From an optimization exercise on the open Yosys and OpenROAD flow, aimed at a short achievable clock period and few clock cycles; shortcuts taken in it are not production practice. The RTL was checked by simulation tests, not by an equivalence proof against the original design.

==> amber <==
Design cache_top, start of the top module:
module cache_top (
    input  logic                    clk,
    input  logic                    rst_i,
    input  logic                    req_valid_i,
    output logic                    req_ready_o,
    input  logic                    req_we_i,
    input  cache_geom_pkg::sel_t    req_sel_i,
    input  cache_geom_pkg::addr_t   req_addr_i,
    input  cache_geom_pkg::word_t   req_wdata_i,
    output logic                    resp_valid_o,
    output cache_geom_pkg::word_t   resp_rdata_o,
    output logic                    ram_req_valid_o,
    input  logic                    ram_req_ready_i,
    output cache_ctrl_pkg::ram_op_e ram_op_o,
    output cache_geom_pkg::addr_t   ram_addr_o,
    output cache_geom_pkg::word_t   ram_wdata_o,
    input  logic                    ram_resp_valid_i,
    input  cache_geom_pkg::word_t   ram_rdata_i
);
==> flow/config.mk <==
export PLATFORM = sky130hd
export DESIGN_NAME = cache_top
export DESIGN_NICKNAME = cache_top
export VERILOG_FILES = /design/flow/design.v
export SDC_FILE = /design/flow/constraint.sdc
export NUM_CORES = 4
export LEC_CHECK = 0
export ABC_CLOCK_PERIOD_IN_PS = 2500
export CAP_MARGIN = 30
export CORE_MARGIN = 2
export CORE_UTILIZATION = 40
export SETUP_SLACK_MARGIN = 3.8
export SLEW_MARGIN = 30
==> flow/constraint.sdc <==
create_clock -name core_clock -period 6.5 [get_ports {clk}]
set_input_delay 1.3000 -clock core_clock [delete_from_list [all_inputs] [get_ports {clk}]]
set_output_delay 1.3000 -clock core_clock [all_outputs]
set_load 0.01 [all_outputs]
run.sh (not shown) runs the stock make flow with config.mk's settings and CLKGATE_MAP_FILE= SYNTH_SCRIPT=/design/flow/synth_recipe.tcl, a recipe that flattens the netlist after the stock synthesis.
==> inputs of nickel, as changes to amber <==
--- a/flow/design.v
+++ b/flow/design.v
@@ -84,59 +84,50 @@
     logic [cache_geom_pkg::NUM_SETS-1:0] lru_q;
     logic [ID_W-1:0] iss_id_q;    
     logic [ID_W-1:0] fil_id_q;    
     logic [ID_W-1:0] ord_q;       
     logic [1:0]        a_idx;
     logic [TAG_W-1:0]  a_tag;
     logic              a_h0, a_h1;    
-    logic              a_vway, a_vdirty;
-    logic [TAG_W-1:0]  a_vtag;
     logic              hit0, hit1, hit, way;
     logic [2:0]        line, vline;
     logic              vdirty;
     logic [NL-1:0]     fill_l;
     assign a_idx = a_wa[1:0];
     assign a_tag = a_wa[WA_W-1:2];
     always_comb begin
         for (int l = 0; l < NL; l++) begin
             fill_l[l] = ram_resp_valid_i && pend_q[l] && (pid_q[l] == fil_id_q);
         end
     end
     assign hit0   = a_h0;
     assign hit1   = a_h1;
     assign hit    = hit0 || hit1;
-    assign way    = hit ? hit1 : a_vway;
+    assign way    = hit ? hit1 : lru_q[a_idx];
     assign line   = {a_idx, way};
-    assign vline  = {a_idx, a_vway};
-    assign vdirty = a_vdirty;
+    assign vline  = {a_idx, lru_q[a_idx]};
+    assign vdirty = valid_q[vline] && dirty_q[vline];
     logic [WA_W-1:0]   n_wa;
     logic [TAG_W-1:0]  n_tag;
     logic [NL-1:0]     n_match;
     logic              n_eq_a;
     logic [NL-1:0]     alloc_l;
-    logic              n_vway;
-    logic [2:0]        n_vline;
     assign n_wa   = s_v ? s_wa : req_addr_i[cache_geom_pkg::ADDR_W-1:cache_geom_pkg::OFFSET_W];
     assign n_tag  = n_wa[WA_W-1:2];
     assign n_eq_a = (a_tag == n_tag);
     always_comb begin
         for (int l = 0; l < NL; l++) begin
             alloc_l[l] = do_miss && (line == l[2:0]);
             n_match[l] = alloc_l[l] ? n_eq_a : (valid_q[l] && (tag_q[l] == n_tag));
         end
     end
-    assign n_vway  = (go && a_idx == n_wa[1:0]) ? !way : lru_q[n_wa[1:0]];
-    assign n_vline = {n_wa[1:0], n_vway};
     always_ff @(posedge clk) begin
         if (!a_v || go) begin
             a_h0 <= n_match[{n_wa[1:0], 1'b0}];
             a_h1 <= n_match[{n_wa[1:0], 1'b1}];
-            a_vway   <= n_vway;
-            a_vtag   <= tag_q[n_vline];
-            a_vdirty <= valid_q[n_vline] && dirty_q[n_vline];
             if (s_v) begin
                 a_we  <= s_we;
                 a_sel <= s_sel;
                 a_wa  <= s_wa;
                 a_wd  <= s_wd;
             end else begin
                 a_we  <= req_we_i;
@@ -256,15 +247,15 @@
     logic [RQ-1:0][3:0]        s_mask;
     logic [RQ-1:0][ID_W-1:0]   s_wid;
     logic [RQ-1:0]       nqv, nqw;
     assign push1   = do_miss;
     assign push2   = do_miss && vdirty;
     assign e2_addr = a_wa;
     assign e1_op   = vdirty;
-    assign e1_addr = vdirty ? {a_vtag, a_idx} : a_wa;
+    assign e1_addr = vdirty ? {tag_q[vline], a_idx} : a_wa;
     assign e1_data = fill_l[vline] ? merge(wmask_q[vline], data_q[vline], ram_rdata_i) : data_q[vline];
     assign e1_w    = vdirty && pend_q[vline] && !fill_l[vline];
     always_comb begin
         for (int i = 0; i < RQ; i++) begin
             if (q_pop) begin
                 sv[i]     = (i + 1 < RQ) ? qv[(i + 1) % RQ] : 1'b0;
                 s_w[i]    = qw[(i + 1) % RQ];
@@ -358,65 +349,49 @@
                 h_ready = h_ready | (ev[i] && (!ew[i] || e_fill[i]));
                 h_data  = h_data | edata[i];
                 h_mask  = h_mask | emask[i];
             end
         end
     end
     assign e_pop = h_ready;
-    logic              c_v, c_hit, c_we;
-    logic [RR-1:0]     c_tp;
-    logic [2:0]        c_line;
-    logic [ID_W-1:0]   c_wid;
-    always_ff @(posedge clk) begin
-        if (rst_i) begin
-            c_v <= 1'b0;
-        end else begin
-            c_v <= go;
-        end
-        c_hit  <= hit;
-        c_we   <= a_we;
-        c_tp   <= tp;
-        c_line <= line;
-        c_wid  <= iss_id_q;
-    end
     always_comb begin
-        n_data = data_q[c_line];
-        n_mask = wmask_q[c_line];
-        n_wid  = pid_q[c_line];
+        n_data = data_q[line];
+        n_mask = wmask_q[line];
+        n_wid  = pid_q[line];
         n_wait = 1'b0;
-        if (!c_hit) begin
-            n_wid  = c_wid;
+        if (!hit) begin
+            n_wid  = iss_id_q;
             n_mask = 4'b0;
-            n_wait = !c_we;
-        end else if (pend_q[c_line]) begin
-            if (fill_l[c_line]) begin
-                n_data = merge(wmask_q[c_line], data_q[c_line], ram_rdata_i);
+            n_wait = !a_we;
+        end else if (pend_q[line]) begin
+            if (fill_l[line]) begin
+                n_data = merge(wmask_q[line], data_q[line], ram_rdata_i);
             end else begin
-                n_wait = !c_we;
+                n_wait = !a_we;
             end
         end
     end
     always_ff @(posedge clk) begin
         if (rst_i) begin
             ev           <= '0;
             hp           <= RR'(1);
             tp           <= RR'(1);
             ecnt         <= '0;
             resp_valid_q <= 1'b0;
         end else begin
             resp_valid_q <= e_pop;
-            ev <= (ev & ~(e_pop ? hp : '0)) | (c_v ? c_tp : '0);
+            ev <= (ev & ~(e_pop ? hp : '0)) | (go ? tp : '0);
             if (e_pop) hp <= {hp[RR-2:0], hp[RR-1]};
             if (go)    tp <= {tp[RR-2:0], tp[RR-1]};
             ecnt <= ecnt_n;
         end
     end
     always_ff @(posedge clk) begin
         for (int i = 0; i < RR; i++) begin
-            if (c_v && c_tp[i]) begin
+            if (go && tp[i]) begin
                 ew[i]    <= n_wait;
                 ewid[i]  <= n_wid;
                 emask[i] <= n_mask;
                 edata[i] <= n_data;
             end else if (e_fill[i]) begin
                 ew[i]    <= 1'b0;
                 edata[i] <= merge(emask[i], edata[i], ram_rdata_i);
==> impl_metrics.env <==
export IMPL_synth_adder_area_share=0.00252
export IMPL_max_cap_violations=0
export IMPL_yosys_cell_types_count=83
export IMPL_wl_met2_um=148000
export IMPL_crit_chain="clkdlybuf4s50_1 > mux2i_4 > buf_12 > xor2_1 > nand4_1 > o41ai_2 > o22ai_1 > a2111oi_4"
export IMPL_drtIter0Drc=9061
export IMPL_cp_arrival_ps=3820
export IMPL_ir_drop_v=0.000318
export IMPL_outcome="no timing/DRC/antenna violations"
export IMPL_worst_pin_slew_ps=1090
(the above is from amber)
==> impl_metrics.env <==
export IMPL_comb_power_share=0.167
export IMPL_outcome="complete, but fails checks"
export IMPL_drtIter0Drc=11001
export IMPL_yosys_cell_types_count=104
export IMPL_drv_slew=19
export IMPL_max_cap_violations=1
export IMPL_check_failures="max-capacitance violations, max-slew violations"
export IMPL_wl_met2_um=158000
export IMPL_ir_drop_v=0.000290
export IMPL_synth_adder_area_share=0.00256
export IMPL_fin_hold_ws_ps=467
export IMPL_crit_chain="buf_8 > clkinvlp_4 > o21ai_4 > buf_12 > buf_12 > mux2i_1 > mux4_2 > nand2_8 > buf_6 > o21ai_4 > a22o_1"
export IMPL_fin_area_um2=116000
(the above is from nickel)
Testbench counts of amber, summed over its fixed seeds: cycles 24,252.
Testbench counts of nickel, summed over its fixed seeds: cycles 24,252.

afterwards: timing with drivers on the ports:
No port has a modelled driver above. Below, the same layouts with a new extraction and two added sets of constraints. Step 1, drivers: a clkbuf_16 drives clk and a buf_2 each remaining input, both assumed. Step 2 times the ports against the registers' clock, not the clock port: input delays grow and output delays shrink by t, the midpoint of the rising clock arrivals with the driver on. Slacks: ideal / step 1 / step 2; pairs: ideal / step 1.
run	t, ns	setup slack, ns	worst setup path at the end
amber	0.924	3.270 / 3.285 / 2.360	input to register
nickel	0.942	3.148 / 3.148 / 2.472	input to register
The setup slack of amber, which loses most, moves by +0.015 ns with the drivers and by -0.910 ns with both steps.
